This is an optimization exercise on Yosys and OpenROAD, whose aim is small area and a short achievable clock period, not a production implementation. Function was checked by simulation only, so behaviour that the tests miss may differ from the original. No activity file was given, so power comes from the tool's default toggle rates.

==> flow/design.v, too long to show whole: its modules and the start of the top module <==
// module ans_delay_line: 16 lines
// module cost_unit: 616 lines
// module delta_bank_ctrl: 23 lines
// module delta_mem_bank: 16 lines
// module out_layer_top: 46 lines
module out_layer_top (
	input  logic                                  clk,
	input  logic                                  rst_n_i,
	input  logic [out_layer_pkg::CYC_W-1:0]       cycle_index_i,   
	input  logic                                  cycle_clk_i,     
	input  logic [2*out_layer_pkg::LANES*out_layer_pkg::FIX_WIDTH-1:0] fwd_i,  
	input  logic [out_layer_pkg::LANES-1:0]       ans_i,           
	output logic [out_layer_pkg::LANES*out_layer_pkg::FIX_WIDTH-1:0] del_o,  
	output logic [out_layer_pkg::LANES-1:0]       ans_o            
);
  // ...
==> flow/flow/run.sh <==
#!/bin/bash
# Standard ORFS layout (the standard.sh) with these changes to how it is made:
#  - synthesis skips the generic "abc -fast" pass inside yosys synth (SYNTH_ARGS=-noabc), so the
#    full adders written in the RTL reach extract_fa as written; the registers (names, count
#    and cell types) are the same as the standard synthesis gives;
#  - port buffers are buf_2 cells instead of the resizer's default pick (a delay cell);
#  - repair_timing aims for more setup slack than the 10 ns clock needs, so the layout is
#    pushed towards the shortest period it can reach. Constraints and period are unchanged.
set -euo pipefail
bash standard.sh \
  SYNTH_ARGS=-noabc \
  'BUFFER_PORTS_ARGS=-buffer_cell sky130_fd_sc_hd__buf_2' \
  SETUP_SLACK_MARGIN=6.85 \
  finish > orfs_make.log 2>&1
==> flow/standard.sh <==
#!/bin/bash
# synth_recipe.tcl (not shown) runs the flow's synth.tcl, then flattens the netlist and writes it again
# the make line also repeats each setting of config.mk as NAME=value (left out here)
make -C /OpenROAD-flow-scripts/flow DESIGN_CONFIG=/design/flow/config.mk WORK_HOME=/design/flow/orfs CLKGATE_MAP_FILE= SYNTH_SCRIPT=/design/flow/synth_recipe.tcl "${@:-finish}"
==> flow/config.mk <==
export PLATFORM = sky130hd
export DESIGN_NAME = out_layer_top
export DESIGN_NICKNAME = out_layer_top
export VERILOG_FILES = /design/flow/design.v
export SDC_FILE = /design/flow/constraint.sdc
export NUM_CORES = 4
export LEC_CHECK = 0
export CAP_MARGIN = 20
export CORE_MARGIN = 2
export CORE_UTILIZATION = 75
export CTS_CLUSTER_DIAMETER = 80
export CTS_CLUSTER_SIZE = 30
export PLACE_DENSITY = 0.85
export SLEW_MARGIN = 20
==> flow/constraint.sdc <==
create_clock -name core_clock -period 10.0 [get_ports {clk}]
set_input_delay 2.0000 -clock core_clock [delete_from_list [all_inputs] [get_ports {clk}]]
set_output_delay 2.0000 -clock core_clock [all_outputs]
set_load 0.01 [all_outputs]
==> notes.md, run 1 <==
# TYPE chip_impl_metric gauge
chip_impl_info{name="status",value="timing/DRC/antenna clean"} 1
chip_impl_metric{name="fin_setup_tns",unit="ns"} 0
chip_impl_metric{name="layout.non_clock_buffers",unit=""} 230
chip_impl_metric{name="antenna_violations_before_repair",unit=""} 0
chip_impl_metric{name="worst-path-buf-inv",unit=""} 1
chip_impl_metric{name="synth_edf_count",unit=""} 0
chip_impl_metric{name="number_of_diodes_added_for_antenna_fixing",unit=""} 0
chip_impl_metric{name="yosysWarningCount",unit=""} 6
chip_impl_metric{name="num_rows",unit=""} 85
chip_impl_metric{name="initial_utilization",unit="%"} 75.9
chip_impl_metric{name="multi_input_comb_area",unit="sq um"} 24500
chip_impl_metric{name="multiInputCombCellCount",unit=""} 2529
chip_impl_metric{name="largest_reg_flops",unit=""} 192
chip_impl_metric{name="global_route.usage.met2",unit="%"} 52.9
chip_impl_metric{name="globalRouteOverflowTotal",unit=""} 0
chip_impl_metric{name="all_layer_global_routing_usage",unit="%"} 30.7
chip_impl_metric{name="pre_cts_slack",unit="ns"} 6.28
chip_impl_metric{name="timing.critical_path.required",unit="ns"} 8.00
chip_impl_metric{name="layout.buffer.nonclock.area_share",unit="%"} 3.03
chip_impl_info{name="yosys.cell_count.top_type",value="sky130_fd_sc_hd__dfxtp_1"} 1
chip_impl_metric{name="hold_viol_final",unit=""} 0
chip_impl_metric{name="post_cts_resize_count",unit=""} 194
chip_impl_metric{name="seq_share",unit="%"} 35.0
chip_impl_metric{name="seqCellArea",unit="sq um"} 15200
chip_impl_metric{name="wire_length_of_the_first_global_routing_pass",unit="um"} 142000
chip_impl_info{name="synth.top_cells.by_count",value="sky130_fd_sc_hd__dfxtp_1 (734), sky130_fd_sc_hd__a22oi_1 (480), sky130_fd_sc_hd__xnor2_1 (480)"} 1
chip_impl_metric{name="die_area",unit="sq um"} 56400
chip_impl_metric{name="cp_slowest_stage_delay",unit="ns"} 0.41
chip_impl_metric{name="post_detailed_route_via_to_cell_ratio",unit=""} 6.27
chip_impl_metric{name="synth_adder_area_share",unit="%"} 25.9
==> run 2, diff against run 1 <==
--- a/flow/flow/run.sh
+++ b/flow/flow/run.sh
@@ -11,4 +11,4 @@
   SYNTH_ARGS=-noabc \
   'BUFFER_PORTS_ARGS=-buffer_cell sky130_fd_sc_hd__buf_2' \
-  SETUP_SLACK_MARGIN=6.85 \
+  SETUP_SLACK_MARGIN=7 \
   finish > orfs_make.log 2>&1
--- a/flow/config.mk
+++ b/flow/config.mk
@@ -13,2 +13,3 @@
 export PLACE_DENSITY = 0.85
 export SLEW_MARGIN = 20
+export TNS_END_PERCENT = 0
==> notes.md, run 2 <==
# TYPE chip_impl_metric gauge
chip_impl_metric{name="wl_per_cell",unit="um"} 19.9
chip_impl_metric{name="total_power",unit="W"} 0.0131
chip_impl_metric{name="seq_power_share",unit="%"} 35.2
chip_impl_metric{name="fin_setup_tns",unit="ns"} 0
chip_impl_info{name="clockRootBuffer",value="sky130_fd_sc_hd__clkbuf_16"} 1
chip_impl_metric{name="finalCritPeriodShare",unit="%"} 31.1
chip_impl_metric{name="area_delta_synth_final",unit="%"} 7.29
chip_impl_metric{name="max-slew-margin-rel",unit="%"} 45.4
chip_impl_info{name="dominantRegCellSynth",value="sky130_fd_sc_hd__dfxtp_1"} 1
chip_impl_metric{name="arrival",unit="ns"} 1.11
chip_impl_info{name="cell_chain_of_the_critical_path",value="buf_2"} 1
chip_impl_metric{name="cp_slowest_stage_delay",unit="ns"} 0.37
chip_impl_metric{name="drc",unit=""} 0
chip_impl_metric{name="post-dp-hpwl",unit="um"} 61500
chip_impl_metric{name="whs_path_depth",unit=""} 0
chip_impl_metric{name="synth_adder_area_share",unit="%"} 25.9
chip_impl_metric{name="power_share_of_the_combinational_group",unit="%"} 52.0
chip_impl_info{name="r2r-end",value="g_lane[2].i_cost_unit.hi_a_q[14]$_DFF_P_"} 1
chip_impl_metric{name="wl",unit="um"} 87500
chip_impl_metric{name="postSynthRegisterBits",unit=""} 734
chip_impl_metric{name="final-setup-viol-count",unit=""} 0
chip_impl_metric{name="top_level_ports",unit=""} 206
chip_impl_metric{name="all_layer_global_routing_usage",unit="%"} 30.8
chip_impl_info{name="crit_path_max_delay_cell_type",value="sky130_fd_sc_hd__dfxtp_1"} 1
chip_impl_metric{name="detailroute.via_count",unit=""} 27700
chip_impl_metric{name="share_clk_of_total_power",unit="%"} 12.8
chip_impl_info{name="yosysTopAreaCell",value="sky130_fd_sc_hd__dfxtp_1"} 1
chip_impl_info{name="cts_tree",value="yes"} 1
chip_impl_info{name="hold_class",value="reg2reg"} 1
chip_impl_info{name="synth_top_family_by_area",value="adder cells"} 1
chip_impl_info{name="kind_of_end_point_of_the_critical_path",value="output port"} 1
chip_impl_metric{name="num_rows",unit=""} 85
chip_impl_metric{name="dieHeight",unit="um"} 237
chip_impl_metric{name="cap_viol_max_count",unit=""} 0
chip_impl_info{name="hold_path.startpoint",value="g_lane[3].i_cost_unit.del_o[2]$_DFF_P_"} 1
chip_impl_metric{name="power.net_switching",unit="W"} 0.00515
chip_impl_metric{name="fp.dieW",unit="um"} 237
chip_impl_metric{name="timing.fmax",unit="MHz"} 322
chip_impl_metric{name="whs",unit="ns"} 0.326
chip_impl_metric{name="synth-async-reset-ratio",unit="%"} 0
chip_impl_metric{name="clk_latency",unit="ns"} 0.60
chip_impl_metric{name="tightestPinTransition",unit="ns"} 0.807
chip_impl_metric{name="post_detailed_route_via_to_cell_ratio",unit=""} 6.30
chip_impl_metric{name="postSynthAreaPerCell",unit="sq um"} 10.9
chip_impl_metric{name="routed_antenna_nets",unit=""} 0
chip_impl_info{name="highest_count_cells_in_the_layout_ignoring_fill_and_taps",value="sky130_fd_sc_hd__dfxtp_1 (564), sky130_fd_sc_hd__xnor2_1 (476), sky130_fd_sc_hd__a22oi_1 (475)"} 1
chip_impl_metric{name="power_density",unit="nW/um^2"} 299
chip_impl_metric{name="antenna_violations_before_repair",unit=""} 2
chip_impl_info{name="biggest_register",value="i_delta_mem_bank.stage_q"} 1
chip_impl_metric{name="design_area",unit="sq um"} 43800
chip_impl_info{name="worst_path_dominant_cell_family",value="flip-flops"} 1
chip_impl_info{name="synth.top_cells.by_count",value="sky130_fd_sc_hd__dfxtp_1 (734), sky130_fd_sc_hd__a22oi_1 (480), sky130_fd_sc_hd__xnor2_1 (480)"} 1
chip_impl_metric{name="hold_viol_final",unit=""} 0
chip_impl_metric{name="worst-path-buf-inv",unit=""} 1
chip_impl_metric{name="clock_path_buffers",unit=""} 3
chip_impl_info{name="critical_path_class",value="reg2out"} 1
chip_impl_info{name="final_common_cell",value="sky130_fd_sc_hd__dfxtp_1"} 1
chip_impl_metric{name="reg2reg_slack",unit="ns"} 6.90
chip_impl_metric{name="finish.net_count",unit=""} 4450
chip_impl_metric{name="post_synthesis_net_count",unit=""} 4498
chip_impl_metric{name="switching_share",unit="%"} 39.3
chip_impl_metric{name="seq_area_frac_synth",unit="%"} 36.0
chip_impl_metric{name="number_of_diodes_added_for_antenna_fixing",unit=""} 0
chip_impl_metric{name="initialDrtViolationCount",unit=""} 2936
chip_impl_metric{name="drtPass1Iterations",unit=""} 7
chip_impl_metric{name="cts-htree-levels",unit=""} 2
chip_impl_metric{name="internal-power",unit="W"} 0.00794
chip_impl_metric{name="cts.sink_count",unit=""} 734
chip_impl_metric{name="cts.hold.buffers_added",unit=""} 0
chip_impl_metric{name="yosys.area_share.xor_xnor",unit="%"} 12.9
chip_impl_metric{name="globalRouteOverflowTotal",unit=""} 0
chip_impl_metric{name="power.ir.vdd_worst",unit="V"} 0.000293
chip_impl_metric{name="largest_reg_flops",unit=""} 192
chip_impl_metric{name="tritoncts_buffer_count",unit=""} 34
chip_impl_metric{name="reg2regPathDepth",unit=""} 7
chip_impl_metric{name="mappedNetlistArea",unit="sq um"} 40900
chip_impl_metric{name="io_buffer_count",unit=""} 204
chip_impl_metric{name="yosysWarningCount",unit=""} 6
chip_impl_metric{name="detailed_place.area",unit="sq um"} 41900
chip_impl_info{name="timing.critical_path.from_type",value="register"} 1
chip_impl_metric{name="power.static_leakage",unit="nW"} 18.2
chip_impl_metric{name="finalWorstPathRequiredPeriod",unit="ns"} 3.11
chip_impl_metric{name="core-area",unit="sq um"} 53800
chip_impl_metric{name="simple_gate_share_of_the_synthesized_area",unit="%"} 6.26
chip_impl_metric{name="grt_pass1_vias",unit=""} 28900
chip_impl_metric{name="initial_utilization",unit="%"} 75.9
chip_impl_info{name="largestRegisters",value="i_delta_mem_bank.stage_q: 192 flops, g_lane.i_cost_unit.hi_a_q: 100 flops, g_lane.i_cost_unit.hi_b_q: 100 flops"} 1
chip_impl_info{name="yosys.cell_count.top_type",value="sky130_fd_sc_hd__dfxtp_1"} 1
chip_impl_metric{name="syn_inst_count",unit=""} 3736
chip_impl_info{name="hold_path_end",value="i_delta_mem_bank.stage_q[0][50]$_DFF_P_"} 1
chip_impl_info{name="status",value="timing/DRC/antenna clean"} 1
chip_impl_info{name="setup_repair_after_global_routing_missed_its_margin",value="yes"} 1
chip_impl_metric{name="yosys-mux-area-fraction",unit="%"} 0.248
chip_impl_metric{name="yosys.cell_types.count",unit=""} 73
chip_impl_metric{name="wire_length_of_the_first_global_routing_pass",unit="um"} 142000
chip_impl_metric{name="synth_edf_count",unit=""} 0
chip_impl_metric{name="utilization",unit="%"} 81.5
chip_impl_metric{name="number_of_slew_limit_violations_in_the_final_report",unit=""} 0
chip_impl_metric{name="synthesized_area_fraction_occupied_by_ao_oa_aoi_and_oai_cells",unit="%"} 14.3
chip_impl_metric{name="cts.clk_slew.worst_paths",unit="ns"} 0.10
chip_impl_info{name="yosys-top-cells-area",value="sky130_fd_sc_hd__dfxtp_1 (36%), sky130_fd_sc_hd__fa_1 (18%), sky130_fd_sc_hd__xnor2_1 (10%)"} 1
chip_impl_metric{name="timing.critical_path.required",unit="ns"} 8.00
chip_impl_metric{name="grt_max_degree",unit=""} 67
chip_impl_metric{name="yosys.area.top_type_share",unit="%"} 36.0
chip_impl_metric{name="routability_congestion_estimate",unit=""} 0.919
chip_impl_info{name="critical_path.reg2reg.startpoint",value="g_lane[2].i_cost_unit.one_q[3]$_DFF_P_"} 1
chip_impl_metric{name="timing.critical_path.fanout_max",unit=""} 1
chip_impl_metric{name="clock_skew",unit="ns"} 0.0220
chip_impl_metric{name="die_area",unit="sq um"} 56400
chip_impl_metric{name="layout-drive-gt1-share",unit="%"} 14.2
run 2: cell counts after synthesis:
Identical to the previous run, type by type.
run 2: metal layers:
metal | GRT usage, % | wire, um | up-vias
li1 | - | - | 12500
met1 | 40.0 | 34600 | 13600
met2 | 52.3 | 43000 | 1356
met3 | 5.32 | 7380 | 225
met4 | 11.1 | 2490 | 2
met5 | 0 | 11 | -
run 2: how the worst max path moves through the flow:
stage	from	to	slack [ns]	depth (start not counted)
after global placement	g_lane[3].i_cost_unit.neg_q[4]$_DFF_P_	g_lane[3].i_cost_unit.hi_a_q[14]$_DFF_P_	6.49	6
after global routing	g_lane[0].i_cost_unit.d_q[5]$_SDFF_PP0_	g_lane[0].i_cost_unit.hi_a_q[8]$_DFF_P_	6.84	6
after floorplan	g_lane[0].i_cost_unit.d_q[8]$_SDFF_PP0_	g_lane[0].i_cost_unit.hi_a_q[7]$_DFF_P_	6.97	8
after CTS	i_ans_delay_line.stage_q[11][0]$_SDFF_PN0_	ans_o[0]	6.87	1
after detailed placement	g_lane[3].i_cost_unit.neg_q[4]$_DFF_P_	g_lane[3].i_cost_unit.hi_a_q[14]$_DFF_P_	6.43	6
final	i_delta_mem_bank.out_q[38]$_SDFF_PN0_	del_o[38]	6.89	1
run 2: power by group through the flow:
stage	Sequential (W)	Clock (W)	Combinational, W
after floorplan	0.00433	0	0.00527
after global placement	0.00462	0	0.00615
after detailed placement	0.00467	0	0.00658
after CTS	0.00461	0.00172	0.00668
after global routing	0.00470	0.00183	0.00774
final	0.00461	0.00168	0.00681
run 2: cell type report:
| class | instances | area (sq um) |
|---|---|---|
| inverters | 165 | 629 |
| clock inverters | 13 | 195 |
| repair buffers | 223 | 1230 |
| fillers | 3175 | 9970 |
| clock buffers | 38 | 940 |
| flip-flops and latches | 734 | 15200 |
| multi-input cells | 2530 | 24800 |
| well taps | 696 | 871 |
run 2: timing repair:
item | in CTS | in global routing
setup buffers | 3 | 8
cloned | 0 | 2
pin swaps | 4 | 8
setup endpoints to repair | 236 | 218
resized for setup | 202 | 129
run 2: cells by family after synthesis:
| logic type | after synthesis |
|---|---|
| AO/OA/AOI/OAI | 826 |
| flip-flops | 734 |
| multiplexers | 10 |
| AND/OR/NAND/NOR | 468 |
| XOR/XNOR | 600 |
| buffers and inverters | 474 |
| adder cells (fa/ha/maj) | 624 |
run 2: metrics by stage:
step,cells,worst slack [ns]
final,4399,6.89
after global routing,4399,6.84
after floorplan,3736,6.97
after global placement,4335,6.49
after CTS,4389,6.87
after detailed placement,4335,6.43

==> afterwards: timing with drivers on the ports <==
Ports are ideal in the flow. The routed layouts listed here were re-timed in OpenROAD. Step 1 sets driving cells, clkbuf_16 on the clock port and buf_2 on the other inputs (assumed; they add their load-dependent delay and slew). Step 2 adds t to the input delays and takes it off the output delays; t is the mean of the earliest and latest rising clock arrival at the registers after step 1. Input paths then give back, and output paths get back, about the clock's delay inside the block. a / b / c = ideal ports / drivers / drivers and shift; a / b = the first two.
run	t (ns)	slack for setup (ns)	clock arrival spread, ns	pins driven straight from the clock port
run 1	0.685	6.853 / 6.792 / 6.407	0.019 / 0.019	1
run 2	0.647	6.891 / 6.828 / 6.568	0.022 / 0.023	1
After both steps every run listed still meets setup and hold. For run 1, which loses most, drivers alone change the setup slack by -0.061 ns; drivers and shift together by -0.446 ns.
